What follows belongs to an exercise in optimizing a design on an open flow for small area, a short achievable clock period and few clock cycles per item; a production flow would make more cautious choices. Where RTL was checked, it was by simulation tests only, not by an equivalence proof against the original. Power figures rest on the tool's default switching activity, not on a simulated workload.

== v6 ==
// arp_cache_lru_unit
module arp_cache_lru_unit (
	input  logic              clk,
	input  logic              arst_n,
	input  logic              in_valid,
	output logic              in_stall,
	input  logic              command,
	input  logic [acl_pkg::IP_W-1:0]   ip_addr,
	input  logic [acl_pkg::MAC_W-1:0]  mac_addr,
	output logic              out_valid,
	input  logic              out_stall,
	output logic [acl_pkg::MAC_W-1:0]  found_mac,
	output logic              hit,
	output logic              is_bcast,
	output logic [acl_pkg::SLOT_W-1:0] slot_used,
	input  logic              cfg_we,
	input  logic              cfg_index,
	input  logic [acl_pkg::CFG_W-1:0]  cfg_data
);
Size: roughly 5200 cells after synthesis, roughly 1600 flip-flops, ~0.065 sq mm of cells after synthesis.
==> module arp_cache_lru_unit, before the edit <==
module arp_cache_lru_unit (
	input  logic              clk,
	input  logic              arst_n,
	input  logic              in_valid,
	output logic              in_stall,
	input  logic              command,
	input  logic [acl_pkg::IP_W-1:0]   ip_addr,
	input  logic [acl_pkg::MAC_W-1:0]  mac_addr,
	output logic              out_valid,
	input  logic              out_stall,
	output logic [acl_pkg::MAC_W-1:0]  found_mac,
	output logic              hit,
	output logic              is_bcast,
	output logic [acl_pkg::SLOT_W-1:0] slot_used,
	input  logic              cfg_we,
	input  logic              cfg_index,
	input  logic [acl_pkg::CFG_W-1:0]  cfg_data
);
	localparam int N     = acl_pkg::ENTRIES;
	localparam int IP_W  = acl_pkg::IP_W;
	localparam int MAC_W = acl_pkg::MAC_W;
	logic [IP_W-1:0]  own_ip_q;
	logic [IP_W-1:0]  mask_q;
	logic             w_vld_q;
	logic             w_cmd_q;
	logic             w_learn_q;      
	logic             w_mac_nz_q;
	logic             w_mac_n1_q;
	logic             w_bcast_q;
	logic             w_same_q;       
	logic [N-1:0]     w_match_q;      
	logic             w_hitraw_q;     
	logic             w_mvict_q;      
	logic [IP_W-1:0]  w_ip_q;
	logic [MAC_W-1:0] w_mac_q;
	logic             prev_any_q;     
	logic             prev_evict_q;   
	logic [N-1:0]     used_q;
	logic [3:0]       lru_q [1:N-1];
	logic [N-1:0]     oldest_q;       
	logic             out_valid_q;
	logic [MAC_W-1:0] found_q;
	logic             hit_q;
	logic             bcast_q;
	logic [3:0]       slot_q;
	logic             stall;
	logic             in_xfer;
	logic [N-1:0]     eq;
	logic [MAC_W-1:0] ent_mac [N];
	logic [N-1:0]     in_match;
	logic             in_same;
	logic             in_bcast;
	logic             w_acc;
	logic             w_hit;
	logic             wr_hit;
	logic             wr_miss;
	logic [N-1:0]     first_empty;
	logic [3:0]       match_idx;
	logic [N-1:0]     oldest;
	logic [N-1:0]     pos_hit;
	logic [N-1:0]     shift;
	logic [N-1:0]     alt;
	logic [N-1:0]     target;
	logic [N-1:0]     we;
	logic [N-1:0]     we_ip;
	logic [3:0]       tgt_idx;
	logic [MAC_W-1:0] sel_mac;
	logic [MAC_W-1:0] res_found;
	logic             res_hit;
	logic             res_bcast;
	logic [3:0]       res_slot;
	assign stall    = out_valid_q && out_stall;
	assign in_stall = out_stall;
	assign in_xfer  = in_valid && !out_stall;
	always_ff @(posedge clk or negedge arst_n) begin
		if (!arst_n) begin
			own_ip_q <= '0;
			mask_q   <= '0;
		end else if (cfg_we) begin
			if (cfg_index == acl_pkg::CFG_MASK) mask_q <= cfg_data;
			else                                own_ip_q <= cfg_data;
		end
	end
	for (genvar g = 0; g < N; g++) begin : g_ent
		acl_cell u_cell (
			.clk    (clk),
			.we_ip  (we_ip[g]),
			.we_mac (we[g]),
			.wr_ip  (w_ip_q),
			.wr_mac (w_mac_q),
			.cmp_ip (ip_addr),
			.eq     (eq[g]),
			.mac    (ent_mac[g])
		);
	end
	assign in_match = eq & used_q;
	assign in_same  = (ip_addr == w_ip_q);
	assign in_bcast = (ip_addr == '1) ||
		((mask_q != '0) && (ip_addr == (own_ip_q | ~mask_q)));
	always_ff @(posedge clk or negedge arst_n) begin
		if (!arst_n) begin
			w_vld_q      <= 1'b0;
			prev_any_q   <= 1'b0;
			prev_evict_q <= 1'b0;
		end else if (!stall) begin
			w_vld_q      <= in_xfer;
			prev_any_q   <= w_vld_q && w_acc;
			prev_evict_q <= w_vld_q && w_acc && !w_hit && used_q[N-1];
		end
	end
	always_ff @(posedge clk) begin
		if (in_xfer) begin
			w_cmd_q    <= command;
			w_learn_q  <= (command == acl_pkg::CMD_LEARN) && (ip_addr != '0);
			w_mac_nz_q <= (mac_addr != '0);
			w_mac_n1_q <= (mac_addr != '1);
			w_bcast_q  <= in_bcast;
			w_same_q   <= in_same;
			w_match_q  <= (in_match & ~we) | (we & {N{in_same}});
			w_hitraw_q <= |in_match;
			w_mvict_q  <= |(in_match & oldest);
			w_ip_q     <= ip_addr;
			w_mac_q    <= mac_addr;
		end
	end
	assign w_acc = w_learn_q && w_mac_nz_q && w_mac_n1_q;
	assign w_hit = (w_same_q && prev_any_q) || (w_hitraw_q && !(w_mvict_q && prev_evict_q));
	always_comb begin
		for (int i = 0; i < N; i++) begin
			first_empty[i] = !used_q[i] && ((i == 0) || used_q[(i == 0) ? 0 : i-1]);
		end
	end
	assign oldest  = oldest_q;
	assign alt     = used_q[N-1] ? oldest : first_empty;
	assign wr_hit  = w_vld_q && w_acc && w_hit;
	assign wr_miss = w_vld_q && w_acc && !w_hit;
	assign we      = ({N{wr_hit}} & w_match_q) | ({N{wr_miss}} & alt);
	assign we_ip   = {N{wr_miss}} & alt;
	assign target  = w_hit ? w_match_q : alt;
	always_ff @(posedge clk or negedge arst_n) begin
		if (!arst_n) begin
			used_q <= '0;
		end else if (!stall) begin
			used_q <= used_q | we;
		end
	end
	always_comb begin
		match_idx = '0;
		for (int i = 0; i < N; i++) begin
			if (w_match_q[i]) match_idx = match_idx | 4'(i);
		end
		pos_hit[0] = used_q[N-1] && |(oldest_q & w_match_q);
		for (int m = 1; m < N; m++) begin
			pos_hit[m] = used_q[N-1-m] && (lru_q[m] == match_idx);
		end
		for (int m = 0; m < N; m++) begin
			shift[m] = wr_miss || (wr_hit && |(pos_hit & ~(N'('1) << (m + 1))));
		end
	end
	always_ff @(posedge clk) begin
		if (!stall) begin
			if (shift[0]) oldest_q <= N'(1) << lru_q[1];
			for (int m = 1; m < N-1; m++) begin
				if (shift[m]) lru_q[m] <= lru_q[m+1];
			end
			if (shift[N-1]) lru_q[N-1] <= tgt_idx;
		end
	end
	always_comb begin
		tgt_idx = '0;
		sel_mac = '0;
		for (int i = 0; i < N; i++) begin
			if (target[i])    tgt_idx = tgt_idx | 4'(i);
			if (w_match_q[i]) sel_mac = sel_mac | ent_mac[i];
		end
	end
	always_comb begin
		if (w_cmd_q == acl_pkg::CMD_LOOKUP) begin
			res_found = w_bcast_q ? '1 : sel_mac;
			res_hit   = w_bcast_q || w_hit;
			res_bcast = w_bcast_q;
			res_slot  = (w_bcast_q || !w_hit) ? 4'd0 : tgt_idx;
		end else begin
			res_found = '0;
			res_hit   = w_acc;
			res_bcast = 1'b0;
			res_slot  = w_acc ? tgt_idx : 4'd0;
		end
	end
	always_ff @(posedge clk or negedge arst_n) begin
		if (!arst_n) begin
			out_valid_q <= 1'b0;
			found_q     <= '0;
			hit_q       <= 1'b0;
			bcast_q     <= 1'b0;
			slot_q      <= '0;
		end else if (!stall) begin
			out_valid_q <= w_vld_q;
			found_q     <= res_found;
			hit_q       <= res_hit;
			bcast_q     <= res_bcast;
			slot_q      <= res_slot;
		end
	end
	assign out_valid = out_valid_q;
	assign found_mac = found_q;
	assign hit       = hit_q;
	assign is_bcast  = bcast_q;
	assign slot_used = slot_q;
endmodule
Settings: LEC_CHECK=0, ABC_AREA=1, CAP_MARGIN=20, CORE_MARGIN=2, CORE_UTILIZATION=40, SETUP_SLACK_MARGIN=2.6, SLEW_MARGIN=20; clock period 5.0 ns.
run.sh (not shown) runs the stock make flow with config.mk's settings and CLKGATE_MAP_FILE= SYNTH_SCRIPT=/design/flow/synth_recipe.tcl, a recipe that flattens the netlist after the stock synthesis.
--- input diff v6..v7 ---
--- a/flow/design.v
+++ b/flow/design.v
@@ -151,9 +151,9 @@
 			w_bcast_q  <= in_bcast;
 			w_same_q   <= in_same;
 			w_match_q  <= (in_match & ~we) | (we & {N{in_same}});
 			w_hitraw_q <= |in_match;
-			w_mvict_q  <= |(in_match & oldest);
+			w_mvict_q  <= |(eq & oldest);
 			w_ip_q     <= ip_addr;
 			w_mac_q    <= mac_addr;
 		end
 	end
Findings:
v7 vs. v6: maximum frequency held, share of the synthesized netlist area taken by xor and xnor gates went up 2.0 points, combinational power went down about 10%. Delta (v7 minus v6): routed via count moved down; first-pass GRT wire length saw a decrease. Taking v6 as the reference, in v7 number of cells on the worst reg-to-reg path increased by 3 relative to the old numbers; switching share of total power decreased by 0.65 points relative to the old numbers; total wirelength of the detailed-routed design decreased 10%. When v7 is measured against v6, its met1 wire length turns out 4.0% lower. Taking v6 as the reference point, the worst setup slack of v7 rises by 0.0074 ns. Going from v6 to v7, final area saw a decrease, final cell utilization of the core now smaller.
Testbench counts of v7, summed over its fixed seeds: cycles 8,016, items 8,000.
The RTL of v6 was laid out without a check of its function.

========
Another version of the RTL of arp_cache_lru_unit (not shown whole).
Size in the first run: about 5100 cells after synthesis, ~180 I/O pins.
==> module arp_cache_lru_unit, before the edit <==
module arp_cache_lru_unit (
	input  logic              clk,
	input  logic              arst_n,
	input  logic              in_valid,
	output logic              in_stall,
	input  logic              command,
	input  logic [acl_pkg::IP_W-1:0]   ip_addr,
	input  logic [acl_pkg::MAC_W-1:0]  mac_addr,
	output logic              out_valid,
	input  logic              out_stall,
	output logic [acl_pkg::MAC_W-1:0]  found_mac,
	output logic              hit,
	output logic              is_bcast,
	output logic [acl_pkg::SLOT_W-1:0] slot_used,
	input  logic              cfg_we,
	input  logic              cfg_index,
	input  logic [acl_pkg::CFG_W-1:0]  cfg_data
);
	localparam int N     = acl_pkg::ENTRIES;
	localparam int IP_W  = acl_pkg::IP_W;
	localparam int MAC_W = acl_pkg::MAC_W;
	logic [IP_W-1:0]  own_ip_q;
	logic [IP_W-1:0]  mask_q;
	logic             w_vld_q;
	logic             w_cmd_q;
	logic             w_learn_q;      
	logic             w_mac_nz_q;
	logic             w_mac_n1_q;
	logic             w_bcast_q;
	logic [N-1:0]     w_match_q;      
	logic             w_hit_q;        
	logic [3:0]       w_midx_q;       
	logic [IP_W-1:0]  w_ip_q;
	logic [MAC_W-1:0] w_mac_q;
	logic [N-1:0]     used_q;
	logic [3:0]       lru_q [1:N-1];
	logic [N-1:0]     oldest_q;       
	logic             out_valid_q;
	logic [MAC_W-1:0] found_q;
	logic             hit_q;
	logic             bcast_q;
	logic [3:0]       slot_q;
	logic             stall;
	logic             in_xfer;
	logic [N-1:0]     eq;
	logic [MAC_W-1:0] ent_mac [N];
	logic [N-1:0]     in_match;
	logic             in_same;
	logic             in_bcast;
	logic             w_acc;
	logic             w_hit;
	logic             w_wr;
	logic             w_evict;
	logic             in_hit;
	logic             wr_hit;
	logic             wr_miss;
	logic [N-1:0]     first_empty;
	logic [3:0]       in_idx;
	logic [N-1:0]     oldest;
	logic [N-1:0]     pos_hit;
	logic [N-1:0]     shift;
	logic [N-1:0]     alt;
	logic [N-1:0]     target;
	logic [N-1:0]     we;
	logic [N-1:0]     we_ip;
	logic [3:0]       tgt_idx;
	logic [MAC_W-1:0] sel_mac;
	logic [MAC_W-1:0] res_found;
	logic             res_hit;
	logic             res_bcast;
	logic [3:0]       res_slot;
	assign stall    = out_valid_q && out_stall;
	assign in_stall = out_stall;
	assign in_xfer  = in_valid && !out_stall;
	always_ff @(posedge clk or negedge arst_n) begin
		if (!arst_n) begin
			own_ip_q <= '0;
			mask_q   <= '0;
		end else if (cfg_we) begin
			if (cfg_index == acl_pkg::CFG_MASK) mask_q <= cfg_data;
			else                                own_ip_q <= cfg_data;
		end
	end
	for (genvar g = 0; g < N; g++) begin : g_ent
		acl_cell u_cell (
			.clk    (clk),
			.we_ip  (we_ip[g]),
			.we_mac (we[g]),
			.wr_ip  (w_ip_q),
			.wr_mac (w_mac_q),
			.cmp_ip (ip_addr),
			.eq     (eq[g]),
			.mac    (ent_mac[g])
		);
	end
	assign in_match = eq & used_q;
	assign in_same  = (ip_addr == w_ip_q);
	assign in_bcast = (ip_addr == '1) ||
		((mask_q != '0) && (ip_addr == (own_ip_q | ~mask_q)));
	assign w_wr    = w_vld_q && w_acc;
	assign w_evict = w_wr && !w_hit && used_q[N-1];
	assign in_hit  = (in_same && w_wr) || (|in_match && !(|(eq & oldest) && w_evict));
	always_ff @(posedge clk or negedge arst_n) begin
		if (!arst_n) begin
			w_vld_q <= 1'b0;
		end else if (!stall) begin
			w_vld_q <= in_xfer;
		end
	end
	always_ff @(posedge clk) begin
		if (in_xfer) begin
			w_cmd_q    <= command;
			w_learn_q  <= (command == acl_pkg::CMD_LEARN) && (ip_addr != '0);
			w_mac_nz_q <= (mac_addr != '0);
			w_mac_n1_q <= (mac_addr != '1);
			w_bcast_q  <= in_bcast;
			w_match_q  <= (in_match & ~we) | (we & {N{in_same}});
			w_hit_q    <= in_hit;
			w_midx_q   <= (in_same && w_wr) ? tgt_idx : in_idx;
			w_ip_q     <= ip_addr;
			w_mac_q    <= mac_addr;
		end
	end
	assign w_acc = w_learn_q && w_mac_nz_q && w_mac_n1_q;
	assign w_hit = w_hit_q;
	always_comb begin
		for (int i = 0; i < N; i++) begin
			first_empty[i] = !used_q[i] && ((i == 0) || used_q[(i == 0) ? 0 : i-1]);
		end
	end
	assign oldest  = oldest_q;
	assign alt     = used_q[N-1] ? oldest : first_empty;
	assign wr_hit  = w_vld_q && w_acc && w_hit;
	assign wr_miss = w_vld_q && w_acc && !w_hit;
	assign we      = ({N{wr_hit}} & w_match_q) | ({N{wr_miss}} & alt);
	assign we_ip   = {N{wr_miss}} & alt;
	assign target  = w_hit ? w_match_q : alt;
	always_ff @(posedge clk or negedge arst_n) begin
		if (!arst_n) begin
			used_q <= '0;
		end else if (!stall) begin
			used_q <= used_q | we;
		end
	end
	always_comb begin
		pos_hit[0] = used_q[N-1] && |(oldest_q & w_match_q);
		for (int m = 1; m < N; m++) begin
			pos_hit[m] = used_q[N-1-m] && (lru_q[m] == w_midx_q);
		end
		for (int m = 0; m < N; m++) begin
			shift[m] = wr_miss || (wr_hit && |(pos_hit & ~(N'('1) << (m + 1))));
		end
	end
	always_ff @(posedge clk) begin
		if (!stall) begin
			if (shift[0]) oldest_q <= N'(1) << lru_q[1];
			for (int m = 1; m < N-1; m++) begin
				if (shift[m]) lru_q[m] <= lru_q[m+1];
			end
			if (shift[N-1]) lru_q[N-1] <= tgt_idx;
		end
	end
	always_comb begin
		in_idx = '0;
		for (int i = 0; i < N; i++) begin
			if (in_match[i]) in_idx = in_idx | 4'(i);
		end
	end
	always_comb begin
		tgt_idx = '0;
		sel_mac = '0;
		for (int i = 0; i < N; i++) begin
			if (target[i])    tgt_idx = tgt_idx | 4'(i);
			if (w_match_q[i]) sel_mac = sel_mac | ent_mac[i];
		end
	end
	always_comb begin
		if (w_cmd_q == acl_pkg::CMD_LOOKUP) begin
			res_found = w_bcast_q ? '1 : sel_mac;
			res_hit   = w_bcast_q || w_hit;
			res_bcast = w_bcast_q;
			res_slot  = (w_bcast_q || !w_hit) ? 4'd0 : tgt_idx;
		end else begin
			res_found = '0;
			res_hit   = w_acc;
			res_bcast = 1'b0;
			res_slot  = w_acc ? tgt_idx : 4'd0;
		end
	end
	always_ff @(posedge clk or negedge arst_n) begin
		if (!arst_n) begin
			out_valid_q <= 1'b0;
		end else if (!stall) begin
			out_valid_q <= w_vld_q;
		end
	end
	always_ff @(posedge clk) begin
		if (!stall) begin
			found_q <= res_found;
			hit_q   <= res_hit;
			bcast_q <= res_bcast;
			slot_q  <= res_slot;
		end
	end
	assign out_valid = out_valid_q;
	assign found_mac = found_q;
	assign hit       = hit_q;
	assign is_bcast  = bcast_q;
	assign slot_used = slot_q;
endmodule
export LEC_CHECK = 0
export ABC_AREA = 1
export CAP_MARGIN = 20
export CORE_MARGIN = 2
export CORE_UTILIZATION = 40
export CTS_CLUSTER_DIAMETER = 120
export CTS_CLUSTER_SIZE = 25
export SETUP_SLACK_MARGIN = 2.6
export SLEW_MARGIN = 20
create_clock -name core_clock -period 5.0 [get_ports {clk}]
standard.sh (not shown) runs the stock make flow with config.mk's settings and CLKGATE_MAP_FILE= SYNTH_SCRIPT=/design/flow/synth_recipe.tcl, a recipe that flattens the netlist after the stock synthesis.
==> flow/flow/run.sh <==
#!/bin/bash
# The standard layout, except that port buffering uses a plain buffer cell
# instead of the delay cell it picks by default.
set -e
export BUFFER_PORTS_ARGS="-buffer_cell sky130_fd_sc_hd__buf_2"
bash standard.sh > standard.log 2>&1
Edit:
--- a/flow/design.v
+++ b/flow/design.v
@@ -64,5 +64,4 @@
 	logic [N-1:0]     w_match_q;      
 	logic             w_hit_q;        
-	logic [3:0]       w_midx_q;       
 	logic [IP_W-1:0]  w_ip_q;
 	logic [MAC_W-1:0] w_mac_q;
@@ -90,5 +89,5 @@
 	logic             wr_miss;
 	logic [N-1:0]     first_empty;
-	logic [3:0]       in_idx;
+	logic [3:0]       match_idx;
 	logic [N-1:0]     oldest;
 	logic [N-1:0]     pos_hit;
@@ -151,5 +150,4 @@
 			w_match_q  <= (in_match & ~we) | (we & {N{in_same}});
 			w_hit_q    <= in_hit;
-			w_midx_q   <= (in_same && w_wr) ? tgt_idx : in_idx;
 			w_ip_q     <= ip_addr;
 			w_mac_q    <= mac_addr;
@@ -178,7 +176,11 @@
 	end
 	always_comb begin
+		match_idx = '0;
+		for (int i = 0; i < N; i++) begin
+			if (w_match_q[i]) match_idx = match_idx | 4'(i);
+		end
 		pos_hit[0] = used_q[N-1] && |(oldest_q & w_match_q);
 		for (int m = 1; m < N; m++) begin
-			pos_hit[m] = used_q[N-1-m] && (lru_q[m] == w_midx_q);
+			pos_hit[m] = used_q[N-1-m] && (lru_q[m] == match_idx);
 		end
 		for (int m = 0; m < N; m++) begin
@@ -193,10 +195,4 @@
 			end
 			if (shift[N-1]) lru_q[N-1] <= tgt_idx;
-		end
-	end
-	always_comb begin
-		in_idx = '0;
-		for (int i = 0; i < N; i++) begin
-			if (in_match[i]) in_idx = in_idx | 4'(i);
 		end
 	end
@@ -225,14 +221,14 @@
 		if (!arst_n) begin
 			out_valid_q <= 1'b0;
+			found_q     <= '0;
+			hit_q       <= 1'b0;
+			bcast_q     <= 1'b0;
+			slot_q      <= '0;
 		end else if (!stall) begin
 			out_valid_q <= w_vld_q;
-		end
-	end
-	always_ff @(posedge clk) begin
-		if (!stall) begin
-			found_q <= res_found;
-			hit_q   <= res_hit;
-			bcast_q <= res_bcast;
-			slot_q  <= res_slot;
+			found_q     <= res_found;
+			hit_q       <= res_hit;
+			bcast_q     <= res_bcast;
+			slot_q      <= res_slot;
 		end
 	end
What happened: Wire length increases by about 1.4%; hold slack gets worse by 0.18 ns; utilization increases by 0.88 points; worst setup slack gets worse by 0.10 ns; final area increases by about 2%; register-to-register slack gets worse by 0.14 ns; power barely changes; maximum frequency decreases by about 4%.
Function was not checked in any run of this note: the RTL went through the layout flow alone.

==> what the ideal ports hide <==
In the flow no input, the clock included, has a driving cell. The finished layouts below were timed again as built, in two steps.
Step 1 assumes that a clkbuf_16 drives the clock port and a buf_2 every other input.
Step 2 adds t to the input delays and takes it off the output delays; t is the mean of the earliest and latest rising clock arrival at the registers after step 1. Input paths then give back, and output paths get back, about the clock's delay inside the block.
Three values: ideal, step 1, step 2; two values: the first two.
| run | shift t [ns] | slack for setup (ns) | latest minus earliest clock arrival (ns) |
|---|---|---|---|
| v6 | 0.892 | 2.504 / 2.467 / 1.668 | 0.070 / 0.070 |
| v7 | 0.881 | 2.512 / 2.497 / 1.687 | 0.058 / 0.058 |
| the first run of note 2 | 0.812 | 2.524 / 2.446 / 1.756 | 0.051 / 0.051 |
| the second run of note 2 | 0.799 | 2.420 / 2.420 / 1.803 | 0.077 / 0.076 |
After both steps setup and hold are still met in every run listed. For v6, which loses most, drivers alone change the setup slack by -0.037 ns; drivers and shift together by -0.836 ns.
